Context: an optimization exercise on an open-source flow, tuned for small area, a short achievable clock period and few clock cycles per item. The choices shown serve that exercise and are no tape-out recipe.
Where RTL was checked, it was by simulation tests only, not by an equivalence proof against the original.
Power and IR drop assume default switching activity.

==> flow/design.v <==
`default_nettype none
package memWrDma_pkg;
	typedef logic [64-1:0] hostAddr_t;
	typedef logic [32-1:0]  lclAddr_t;
	typedef logic [64-1:0]  line_t;
	typedef logic [31:0]             cfgData_t;
	typedef logic [31:0]             byteCnt_t;
	typedef logic [12-1:0]   pload_t;
	typedef logic [10-1:0]   dwLen_t;
	typedef logic [7:0]              tag_t;
	typedef logic [15:0]             reqId_t;
	typedef struct packed {
		hostAddr_t hostBase;
		lclAddr_t  lclBase;
		byteCnt_t  byteCnt;
	} xferCfg_t;
	typedef struct packed {
		hostAddr_t hostAddr;
		lclAddr_t  lclAddr;
		pload_t    pload;    
		dwLen_t    dwLen;
		tag_t      tag;
	} pktDesc_t;
	typedef enum logic [1:0] {SEG_IDLE, SEG_ISSUE, SEG_WAIT} segState_t;
	typedef enum logic [1:0] {FRM_IDLE, FRM_HDR0, FRM_HDR1, FRM_DATA} frmState_t;
endpackage
`default_nettype wire
`default_nettype none
module memWrDma
#(
	parameter int DEPTH = 5
)
(
	input  wire                           i_CfgClk,
	input  wire                           i_ARst,
	input  wire                           i_CfgCyc,
	input  wire                           i_CfgStb,
	input  wire                           i_CfgWnR,
	input  wire [3:0]                     i_CfgAddr,
	input  wire memWrDma_pkg::cfgData_t   i_CfgWrData,
	output logic                          o_CfgAck,
	output memWrDma_pkg::cfgData_t        o_CfgRdData,
	input  wire memWrDma_pkg::pload_t     i_MaxPload,
	input  wire memWrDma_pkg::reqId_t     i_RequesterId,
	output logic                          o_MemRd,
	output memWrDma_pkg::lclAddr_t        o_MemRdAddr,
	input  wire                           i_MemReady,
	input  wire                           i_MemDv,
	input  wire memWrDma_pkg::line_t      i_MemRdData,
	output logic                          o_AstTxDv,
	output logic                          o_AstTxSop,
	output logic                          o_AstTxEop,
	output memWrDma_pkg::line_t           o_AstTxData,
	input  wire                           i_AstTxReady
);
	localparam int PW = $clog2(DEPTH);
	typedef enum logic [2:0] {S_IDLE, S_HDR0, S_HDR1, S_DATA, S_TAIL} frmState_t;
	logic [31:0] ctrlReg;
	logic [63:0] hostBase;
	logic [31:0] lclBase;
	logic        busy;
	logic        busyNext;
	logic        cfgWr;
	logic        xferWr;
	logic        lenWr;
	logic        start;
	assign cfgWr  = i_CfgCyc & i_CfgStb & i_CfgWnR & ~o_CfgAck;
	assign xferWr = cfgWr & ~busy;
	assign lenWr  = xferWr && (i_CfgAddr == 4'h7);
	assign start  = lenWr && ctrlReg[0] && (i_CfgWrData[31:3] != '0);
	always_ff @(posedge i_CfgClk or posedge i_ARst)
	begin
		if (i_ARst)
		begin
			o_CfgAck <= 1'b0;
			ctrlReg  <= '0;
			hostBase <= '0;
			lclBase  <= '0;
		end
		else
		begin
			o_CfgAck <= i_CfgCyc & i_CfgStb & ~o_CfgAck;
			if (cfgWr && (i_CfgAddr == 4'h0))
				ctrlReg <= i_CfgWrData;
			if (xferWr && (i_CfgAddr == 4'h4))
				hostBase[31:0] <= i_CfgWrData;
			if (xferWr && (i_CfgAddr == 4'h5))
				hostBase[63:32] <= i_CfgWrData;
			if (xferWr && (i_CfgAddr == 4'h6))
				lclBase <= i_CfgWrData;
		end
	end
	frmState_t   state;
	logic [28:0] remLines;     
	logic [3:0]  lineOff;      
	logic [24:0] hostMid;      
	logic        crossed;      
	logic        is4Dw;        
	logic [7:0]  tagCnt;
	logic [31:0] hostHi;
	logic        remOne;
	logic        lastInPkt;
	logic [4:0]  pktLines;
	logic [4:0]  bndLines;
	assign hostHi    = hostBase[63:32] + {31'd0, crossed};
	assign remOne    = (remLines == 29'd1);
	assign lastInPkt = (lineOff == 4'hF) || remOne;
	assign bndLines  = 5'd16 - {1'b0, lineOff};
	assign pktLines  = ((remLines[28:5] == '0) && (remLines[4:0] < bndLines)) ? remLines[4:0] : bndLines;
	memWrDma_pkg::line_t fifoMem [DEPTH];
	logic [PW-1:0] wrIdx;
	logic [PW-1:0] rdIdx;
	logic          wrPh;
	logic          rdPh;
	logic          fifoEmpty;
	logic          headOk;
	memWrDma_pkg::line_t head;
	assign fifoEmpty = (wrIdx == rdIdx) && (wrPh == rdPh);
	assign headOk    = ~fifoEmpty | i_MemDv;
	assign head      = fifoEmpty ? i_MemRdData : fifoMem[rdIdx];
	always_ff @(posedge i_CfgClk)
	begin
		if (i_MemDv)
			fifoMem[wrIdx] <= i_MemRdData;
	end
	logic        load;
	logic        beatOk;
	logic        pop;
	logic        nbSop;
	logic        nbEop;
	logic [63:0] nbData;
	frmState_t   nbState;
	logic [31:0] heldDw;
	assign load = ~o_AstTxDv | i_AstTxReady;
	always_comb
	begin
		beatOk  = 1'b0;
		pop     = 1'b0;
		nbSop   = 1'b0;
		nbEop   = 1'b0;
		nbData  = head;
		nbState = state;
		case (state)
			S_HDR0:
			begin
				beatOk  = 1'b1;
				nbSop   = 1'b1;
				nbData  = {i_RequesterId, tagCnt, 8'hFF,
					3'b010 | {2'b00, is4Dw}, 5'd0, 8'd0, 6'd0, 4'd0, pktLines, 1'b0};
				nbState = S_HDR1;
			end
			S_HDR1:
				if (is4Dw)
				begin
					beatOk  = 1'b1;
					nbData  = {hostMid, lineOff, hostBase[2:0], hostHi};
					nbState = S_DATA;
				end
				else
				begin
					beatOk  = headOk;
					pop     = 1'b1;
					nbData  = {head[31:0], hostMid, lineOff, hostBase[2:0]};
					nbState = lastInPkt ? S_TAIL : S_DATA;
				end
			S_DATA:
				if (is4Dw)
				begin
					beatOk  = headOk;
					pop     = 1'b1;
					nbEop   = lastInPkt;
					nbData  = head;
					nbState = lastInPkt ? (remOne ? S_IDLE : S_HDR0) : S_DATA;
				end
				else
				begin
					beatOk  = headOk;
					pop     = 1'b1;
					nbData  = {head[31:0], heldDw};
					nbState = lastInPkt ? S_TAIL : S_DATA;
				end
			S_TAIL:
			begin
				beatOk  = 1'b1;
				nbEop   = 1'b1;
				nbData  = {32'd0, heldDw};
				nbState = (remLines == '0) ? S_IDLE : S_HDR0;
			end
			default: ;
		endcase
	end
	logic doLoad;
	logic doPop;
	assign doLoad = load & beatOk;
	assign doPop  = doLoad & pop;
	assign busyNext = start | (busy & ~((state == S_IDLE) & load));
	always_ff @(posedge i_CfgClk or posedge i_ARst)
	begin
		if (i_ARst)
		begin
			state     <= S_IDLE;
			busy      <= 1'b0;
			o_AstTxDv <= 1'b0;
			tagCnt    <= '0;
			rdIdx     <= '0;
			wrIdx     <= '0;
			rdPh      <= 1'b0;
			wrPh      <= 1'b0;
		end
		else
		begin
			busy <= busyNext;
			if (i_MemDv)
			begin
				wrIdx <= (wrIdx == PW'(DEPTH - 1)) ? '0 : wrIdx + 1'b1;
				if (wrIdx == PW'(DEPTH - 1))
					wrPh <= ~wrPh;
			end
			if (start)
				state <= S_HDR0;
			else if (doLoad)
				state <= nbState;
			if (load)
				o_AstTxDv <= beatOk;
			if (doLoad && (state == S_HDR0))
				tagCnt <= tagCnt + 1'b1;
			if (doPop)
			begin
				rdIdx <= (rdIdx == PW'(DEPTH - 1)) ? '0 : rdIdx + 1'b1;
				if (rdIdx == PW'(DEPTH - 1))
					rdPh <= ~rdPh;
			end
		end
	end
	always_ff @(posedge i_CfgClk)
	begin
		if (doLoad)
		begin
			o_AstTxData <= nbData;
			o_AstTxSop  <= nbSop;
			o_AstTxEop  <= nbEop;
		end
		if (doPop)
			heldDw <= head[63:32];
		if (lenWr)
		begin
			remLines <= i_CfgWrData[31:3];
			lineOff  <= hostBase[6:3];
			hostMid  <= hostBase[31:7];
			crossed  <= 1'b0;
			is4Dw    <= |hostBase[63:32];
		end
		else if (doPop)
		begin
			remLines <= remLines - 1'b1;
			lineOff  <= lineOff + 1'b1;
			if (lineOff == 4'hF)
			begin
				hostMid <= hostMid + 1'b1;
				if (&hostMid)
				begin
					crossed <= 1'b1;
					is4Dw   <= ~&hostBase[63:32];
				end
			end
		end
	end
	logic [PW:0]  pend;      
	logic [28:0]  rdAddr;
	logic         memAcc;
	logic         moreAfter;
	logic         roomAfter;
	assign memAcc = o_MemRd & i_MemReady;
	assign moreAfter = memAcc ? ({1'b0, remLines} > 30'(pend) + 30'd1)
	                          : ({1'b0, remLines} > 30'(pend));
	assign roomAfter = (memAcc && !doPop) ? (pend < (PW+1)'(DEPTH - 1))
	                 : (!memAcc && doPop) ? 1'b1
	                 : (pend < (PW+1)'(DEPTH));
	assign o_MemRdAddr = {rdAddr, lclBase[2:0]};
	always_ff @(posedge i_CfgClk or posedge i_ARst)
	begin
		if (i_ARst)
		begin
			o_MemRd <= 1'b0;
			pend    <= '0;
		end
		else
		begin
			if (start)
				o_MemRd <= 1'b1;
			else
				o_MemRd <= busy & moreAfter & roomAfter;
			case ({memAcc, doPop})
				2'b10:   pend <= pend + 1'b1;
				2'b01:   pend <= pend - 1'b1;
				default: ;
			endcase
		end
	end
	always_ff @(posedge i_CfgClk)
	begin
		if (lenWr)
			rdAddr <= lclBase[31:3];
		else if (memAcc)
			rdAddr <= rdAddr + 1'b1;
	end
	always_ff @(posedge i_CfgClk)
	begin
		case (i_CfgAddr)
			4'h0:     o_CfgRdData <= ctrlReg;
			4'h1:     o_CfgRdData <= {30'd0, ~busyNext, busyNext};
			4'h4: o_CfgRdData <= hostBase[31:0];
			4'h5: o_CfgRdData <= hostBase[63:32];
			4'h6:    o_CfgRdData <= lclBase;
			4'h7:      o_CfgRdData <= busyNext ? {remLines, 3'd0} : '0;
			default:           o_CfgRdData <= '0;
		endcase
	end
endmodule
`default_nettype wire
export LEC_CHECK = 0
export ABC_CLOCK_PERIOD_IN_PS = 3000
export CAP_MARGIN = 20
export CORE_MARGIN = 2
export CORE_UTILIZATION = 40
export CTS_BUF_LIST = sky130_fd_sc_hd__clkbuf_4 sky130_fd_sc_hd__clkbuf_8
export CTS_CLUSTER_DIAMETER = 50
export CTS_CLUSTER_SIZE = 16
export SETUP_SLACK_MARGIN = 5
export SLEW_MARGIN = 20
create_clock -name core_clock -period 8.0 [get_ports {i_CfgClk}]
standard.sh (not shown) runs the stock make flow with config.mk's settings and CLKGATE_MAP_FILE= SYNTH_SCRIPT=/design/flow/synth_recipe.tcl, a recipe that flattens the netlist after the stock synthesis.
==> flow/flow/run.sh <==
#!/bin/bash
# Standard layout, with the smallest buffer on every input and output port
set -euo pipefail
export BUFFER_PORTS_ARGS="-buffer_cell sky130_fd_sc_hd__buf_1"
bash standard.sh > flow_make.log 2>&1
Rerun with:
--- a/flow/design.v
+++ b/flow/design.v
@@ -60,16 +60,14 @@
 	logic [31:0] lclBase;
 	logic        busy;
 	logic        busyNext;
 	logic        cfgWr;
 	logic        xferWr;
-	logic        lenWr;
 	logic        start;
 	assign cfgWr  = i_CfgCyc & i_CfgStb & i_CfgWnR & ~o_CfgAck;
 	assign xferWr = cfgWr & ~busy;
-	assign lenWr  = xferWr && (i_CfgAddr == 4'h7);
-	assign start  = lenWr && ctrlReg[0] && (i_CfgWrData[31:3] != '0);
+	assign start  = xferWr && (i_CfgAddr == 4'h7) && ctrlReg[0] && (i_CfgWrData[31:3] != '0);
 	always_ff @(posedge i_CfgClk or posedge i_ARst)
 	begin
 		if (i_ARst)
 		begin
 			o_CfgAck <= 1'b0;
@@ -240,11 +238,11 @@
 			o_AstTxSop  <= nbSop;
 			o_AstTxEop  <= nbEop;
 		end
 		if (doPop)
 			heldDw <= head[63:32];
-		if (lenWr)
+		if (!busy)
 		begin
 			remLines <= i_CfgWrData[31:3];
 			lineOff  <= hostBase[6:3];
 			hostMid  <= hostBase[31:7];
 			crossed  <= 1'b0;
@@ -263,45 +261,54 @@
 					is4Dw   <= ~&hostBase[63:32];
 				end
 			end
 		end
 	end
-	logic [PW:0]  pend;      
+	logic [DEPTH-1:0] pendT;
+	logic [15:0]  pendX;
 	logic [28:0]  rdAddr;
 	logic         memAcc;
+	logic         remBig;
+	logic [3:0]   remLo;
+	logic         more0;     
+	logic         more1;     
 	logic         moreAfter;
 	logic         roomAfter;
 	assign memAcc = o_MemRd & i_MemReady;
-	assign moreAfter = memAcc ? ({1'b0, remLines} > 30'(pend) + 30'd1)
-	                          : ({1'b0, remLines} > 30'(pend));
-	assign roomAfter = (memAcc && !doPop) ? (pend < (PW+1)'(DEPTH - 1))
+	assign pendX  = 16'(pendT);
+	assign remBig = |remLines[28:4];
+	assign remLo  = remLines[3:0];
+	assign more0  = remBig | ((remLo != 4'd0) && !pendX[remLo - 4'd1]);
+	assign more1  = remBig | ((remLo > 4'd1) && !pendX[remLo - 4'd2]);
+	assign moreAfter = memAcc ? more1 : more0;
+	assign roomAfter = (memAcc && !doPop) ? !pendT[DEPTH-2]
 	                 : (!memAcc && doPop) ? 1'b1
-	                 : (pend < (PW+1)'(DEPTH));
+	                 : !pendT[DEPTH-1];
 	assign o_MemRdAddr = {rdAddr, lclBase[2:0]};
 	always_ff @(posedge i_CfgClk or posedge i_ARst)
 	begin
 		if (i_ARst)
 		begin
 			o_MemRd <= 1'b0;
-			pend    <= '0;
+			pendT   <= '0;
 		end
 		else
 		begin
 			if (start)
 				o_MemRd <= 1'b1;
 			else
 				o_MemRd <= busy & moreAfter & roomAfter;
 			case ({memAcc, doPop})
-				2'b10:   pend <= pend + 1'b1;
-				2'b01:   pend <= pend - 1'b1;
+				2'b10:   pendT <= {pendT[DEPTH-2:0], 1'b1};
+				2'b01:   pendT <= {1'b0, pendT[DEPTH-1:1]};
 				default: ;
 			endcase
 		end
 	end
 	always_ff @(posedge i_CfgClk)
 	begin
-		if (lenWr)
+		if (!busy)
 			rdAddr <= lclBase[31:3];
 		else if (memAcc)
 			rdAddr <= rdAddr + 1'b1;
 	end
 	always_ff @(posedge i_CfgClk)
The changed run produced a clean layout.
Area after synthesis climbs by a few percent.
Hold slack gets worse by 0.0061 ns.
Register-to-register slack stays flat.
Clock power barely changes.
Clock-buffer cell count climbs by 7.
Via count climbs by a little under a tenth.
Routed wire length climbs by a few percent.
Non-clock buffer count climbs by 17.
Testbench counts after the change, summed over its fixed seeds: cycles 40,842, bytes 198,928.
Only the layout flow was run in the first run of this note; the RTL was not checked for function there.

[port drivers added, routing unchanged]
No port has a modelled driver above. Below, the same layouts with a new extraction and two added sets of constraints.
Step 1 (the two cells are an assumption about what drives the block):
set clk [get_ports {i_CfgClk}]
set_driving_cell -lib_cell sky130_fd_sc_hd__clkbuf_16 $clk
set_driving_cell -lib_cell sky130_fd_sc_hd__buf_2 [delete_from_list [all_inputs] $clk]
Step 2 also shifts input and output timing later by t, the mid clock arrival at the registers, as if the neighbouring blocks saw the same clock.
a / b / c = no drivers / after step 1 / after step 2; a / b = the first two.
run | shift t [ns] | setup WS [ns] | worst data-port slew with drivers (ns)
the first run | 0.743 | 5.021 / 4.966 / 4.289 | 0.11
the second run | 0.770 | 4.991 / 4.926 / 4.314 | 0.11
After both steps setup and hold are still met in every run listed. For the first run, which loses most, drivers alone change the setup slack by -0.055 ns; drivers and shift together by -0.732 ns.
